Context: an optimization exercise on an open-source flow, tuned for small area and a short achievable clock period. The choices shown serve that exercise and are no tape-out recipe.
Power figures rest on the tool's default switching activity, not on a simulated workload.

== T ==
==> module integer_alu, before the edit <==
module integer_alu (
    input wire logic [3:0] op,
    input wire logic [15:0] a,
    input wire logic [15:0] b,
    output logic [15:0] result
);
    logic [15:0] sum;
    logic [16:0] diff;
    logic [15:0] x;
    assign sum = a + b;
    assign diff = {1'b0, a} + {1'b0, ~b} + 17'd1;
    assign x = a ^ b;
    always_comb begin
        case (op)
            4'd1: result = a;
            4'd2: result = sum;
            4'd3: result = diff[15:0];
            4'd4: result = a & b;
            4'd5: result = a | b;
            4'd6: result = x;
            4'd7: result = {15'd0, x == 16'd0};
            4'd8: result = {15'd0, !diff[16]};
            default: result = '0;
        endcase
    end
endmodule
==> module execute_stage, before the edit <==
module execute_stage (
    input wire logic clock,
    input wire logic rst,
    input wire logic [1:0] f_pop,
    input wire logic [1:0] f_push,
    input wire logic f_regwe,
    input wire logic f_predwe,
    input wire logic f_halt,
    input wire logic [3:0] f_op,
    input wire logic [1:0] f_st0,
    input wire logic [1:0] f_si0,
    input wire logic [1:0] f_st1,
    input wire logic [1:0] f_si1,
    input wire logic [1:0] f_di,
    input wire logic [1:0] f_oct,
    input wire logic [15:0] f_imm,
    input wire logic [1:0][15:0] in_data,
    output logic [1:0] pop,
    output logic [1:0] push,
    output logic [17:0] push_packet,
    output logic x_hazard,
    output logic pred_we,
    output logic [1:0] pred_idx,
    output logic pred_val,
    output logic [3:0][15:0] regs,
    output logic halted
);
    logic x_regwe;
    logic x_halt;
    logic [3:0] x_op;
    logic [1:0] x_di, x_oct;
    logic [6:0] x_sa;
    logic [6:0] x_sb;
    logic [6:0] f_sa;
    logic [6:0] f_sb;
    logic [15:0] x_imm;
    logic [15:0] operand_a;
    logic [15:0] operand_b;
    logic [15:0] result;
    logic [15:0] rdata;
    always_ff @(posedge clock) begin
        pop <= f_pop;
        push <= f_push;
        x_regwe <= f_regwe;
        pred_we <= f_predwe;
        x_halt <= f_halt;
        x_op <= f_op;
        x_sa <= f_sa;
        x_sb <= f_sb;
        x_di <= f_di;
        x_oct <= f_oct;
        x_imm <= f_imm;
    end
    assign x_hazard = pred_we || x_halt;
    function automatic logic [6:0] src_decode(input logic [1:0] st, input logic [1:0] si);
        src_decode[0] = (st == 2'd0);
        src_decode[1] = (st == 2'd1) && (si == 2'd0);
        src_decode[2] = (st == 2'd1) && (si == 2'd1);
        src_decode[3] = (st == 2'd1) && (si == 2'd2);
        src_decode[4] = (st == 2'd1) && (si == 2'd3);
        src_decode[5] = (st == 2'd2) && !si[0];
        src_decode[6] = (st == 2'd2) && si[0];
    endfunction
    assign f_sa = src_decode(f_st0, f_si0);
    assign f_sb = src_decode(f_st1, f_si1);
    function automatic logic [15:0] src_mux(input logic [6:0] sel, input logic [15:0] imm,
                                            input logic [3:0][15:0] r,
                                            input logic [1:0][15:0] ch);
        src_mux = ({16{sel[0]}} & imm)
            | ({16{sel[1]}} & r[0]) | ({16{sel[2]}} & r[1])
            | ({16{sel[3]}} & r[2]) | ({16{sel[4]}} & r[3])
            | ({16{sel[5]}} & ch[0]) | ({16{sel[6]}} & ch[1]);
    endfunction
    assign operand_a = src_mux(x_sa, x_imm, regs, in_data);
    assign operand_b = src_mux(x_sb, x_imm, regs, in_data);
    integer_alu u_alu (.op(x_op), .a(operand_a), .b(operand_b), .result(result));
    assign pred_idx = x_di;
    assign pred_val = result[0];
    assign push_packet = {x_oct, result};
    assign rdata = result & {16{!rst}};
    for (genvar r = 0; r < 4; r++) begin : g_reg
        always_ff @(posedge clock) begin
            if (rst || (x_regwe && x_di == r)) begin
                regs[r] <= rdata;
            end
        end
    end
    always_ff @(posedge clock) begin
        if (rst) begin
            halted <= 1'b0;
        end else if (x_halt) begin
            halted <= 1'b1;
        end
    end
endmodule
==> flow/config.mk <==
export PLATFORM = sky130hd
export DESIGN_NAME = tia_core
export DESIGN_NICKNAME = tia_core
export VERILOG_FILES = /design/flow/design.v
export SDC_FILE = /design/flow/constraint.sdc
export NUM_CORES = 4
export LEC_CHECK = 0
export ABC_CLOCK_PERIOD_IN_PS = 3000
export CAP_MARGIN = 20
export CORE_MARGIN = 2
export CORE_UTILIZATION = 40
export SETUP_SLACK_MARGIN = 2.5
export SLEW_MARGIN = 20
==> flow/constraint.sdc <==
create_clock -name core_clock -period 6.0 [get_ports {clock}]
set_input_delay 1.2000 -clock core_clock [delete_from_list [all_inputs] [get_ports {clock}]]
set_output_delay 1.2000 -clock core_clock [all_outputs]
set_load 0.01 [all_outputs]
run.sh (not shown) runs the stock make flow with config.mk's settings and CLKGATE_MAP_FILE= SYNTH_SCRIPT=/design/flow/synth_recipe.tcl, a recipe that flattens the netlist after the stock synthesis.
#### Input delta (P over T)
==> flow/design.v, changed modules only <==
module integer_alu (
    input wire logic [3:0] op,
    input wire logic sub,
    input wire logic [15:0] a,
    input wire logic [15:0] b,
    output logic [15:0] result
);
    logic [15:0] bx;
    logic [16:0] sum;
    logic [15:0] x;
    assign bx = b ^ {16{sub}};
    assign sum = {1'b0, a} + {1'b0, bx} + {16'd0, sub};
    assign x = a ^ b;
    always_comb begin
        case (op)
            4'd1: result = a;
            4'd2: result = sum[15:0];
            4'd3: result = sum[15:0];
            4'd4: result = a & b;
            4'd5: result = a | b;
            4'd6: result = x;
            4'd7: result = {15'd0, x == 16'd0};
            4'd8: result = {15'd0, !sum[16]};
            default: result = '0;
        endcase
    end
endmodule
module execute_stage (
    input wire logic clock,
    input wire logic rst,
    input wire logic [1:0] f_pop,
    input wire logic [1:0] f_push,
    input wire logic f_regwe,
    input wire logic f_predwe,
    input wire logic f_halt,
    input wire logic [3:0] f_op,
    input wire logic [1:0] f_st0,
    input wire logic [1:0] f_si0,
    input wire logic [1:0] f_st1,
    input wire logic [1:0] f_si1,
    input wire logic [1:0] f_di,
    input wire logic [1:0] f_oct,
    input wire logic [15:0] f_imm,
    input wire logic [1:0][15:0] in_data,
    output logic [1:0] pop,
    output logic [1:0] push,
    output logic [17:0] push_packet,
    output logic x_hazard,
    output logic pred_we,
    output logic [1:0] pred_idx,
    output logic pred_val,
    output logic [3:0][15:0] regs,
    output logic halted
);
    logic x_regwe;
    logic x_halt;
    logic [3:0] x_op;
    logic [1:0] x_di, x_oct;
    logic x_sub;
    logic [6:0] x_sa;
    logic [6:0] x_sb;
    logic [6:0] f_sa;
    logic [6:0] f_sb;
    logic [15:0] x_imm;
    logic [15:0] operand_a;
    logic [15:0] operand_b;
    logic [15:0] result;
    logic [15:0] rdata;
    always_ff @(posedge clock) begin
        pop <= f_pop;
        push <= f_push;
        x_regwe <= f_regwe;
        pred_we <= f_predwe;
        x_halt <= f_halt;
        x_op <= f_op;
        x_sub <= (f_op == 4'd3) || (f_op == 4'd8);
        x_sa <= f_sa;
        x_sb <= f_sb;
        x_di <= f_di;
        x_oct <= f_oct;
        x_imm <= f_imm;
    end
    assign x_hazard = pred_we || x_halt;
    function automatic logic [6:0] src_decode(input logic [1:0] st, input logic [1:0] si);
        src_decode = '0;
        case (st)
            2'd0: src_decode[0] = 1'b1;
            2'd1: src_decode[1 + si] = 1'b1;
            2'd2: src_decode[5 + si[0]] = 1'b1;
            default: ;
        endcase
    endfunction
    assign f_sa = src_decode(f_st0, f_si0);
    assign f_sb = src_decode(f_st1, f_si1);
    function automatic logic [15:0] src_mux(input logic [6:0] sel, input logic [15:0] imm,
                                            input logic [3:0][15:0] r,
                                            input logic [1:0][15:0] ch);
        src_mux = ({16{sel[0]}} & imm)
            | ({16{sel[1]}} & r[0]) | ({16{sel[2]}} & r[1])
            | ({16{sel[3]}} & r[2]) | ({16{sel[4]}} & r[3])
            | ({16{sel[5]}} & ch[0]) | ({16{sel[6]}} & ch[1]);
    endfunction
    assign operand_a = src_mux(x_sa, x_imm, regs, in_data);
    assign operand_b = src_mux(x_sb, x_imm, regs, in_data);
    integer_alu u_alu (.op(x_op), .sub(x_sub), .a(operand_a), .b(operand_b), .result(result));
    assign pred_idx = x_di;
    assign pred_val = result[0];
    assign push_packet = {x_oct, result};
    assign rdata = result & {16{!rst}};
    for (genvar r = 0; r < 4; r++) begin : g_reg
        always_ff @(posedge clock) begin
            if (rst || (x_regwe && x_di == r)) begin
                regs[r] <= rdata;
            end
        end
    end
    always_ff @(posedge clock) begin
        if (rst) begin
            halted <= 1'b0;
        end else if (x_halt) begin
            halted <= 1'b1;
        end
    end
endmodule
==> comparison <==
- On P: share of power burned in combinational logic is 1.2 points lower than what T gave.
- Summary: wire length of the first global-routing pass, P worse than T
- Compared with T, P shows a worst-case hold slack that is 28 ps lower.
- Transition time at the pin with the least slew margin: lower on T
- Diff T -> P: proportion of final cell area spent on non-clock buffers now larger, final instance area climbed 1.9%.
- Clock power share in P is 1.1 points above T.
- Changes observed in P relative to T: core utilization rose 0.93 points, synthesized area about even, worst setup slack rose 64 ps.
- In the tables for T and P, critical path depth reads lower with P.
- Number of buffers other than clock buffers in the final layout of P exceeds that of T by more than a quarter.
- Area of the die delta (P -> T): insignificant
No run of this note included a check of the RTL's function; only the layout flow was run.

==> static timing again, ports no longer ideal <==
The results above use ideal ports. As a check the final layouts listed here were re-extracted and re-timed, cells and wires unchanged.
Step 1 assumes that a clkbuf_16 drives the clock port and a buf_2 every other input.
Step 2 adds t to the input delays and takes it off the output delays; t is the mean of the earliest and latest rising clock arrival at the registers after step 1. Input paths then give back, and output paths get back, about the clock's delay inside the block.
Three values: no drivers, after step 1, after step 2; two values: the first two.
run | t, ns | setup WS [ns] | cell pins on the clock port's net
T | 0.762 | 2.121 / 2.121 / 1.823 | 1
P | 0.758 | 2.185 / 2.185 / 1.862 | 1
After both steps setup and hold are still met in every run listed. For P, which loses most, drivers alone change the setup slack by 0.000 ns; drivers and shift together by -0.323 ns.
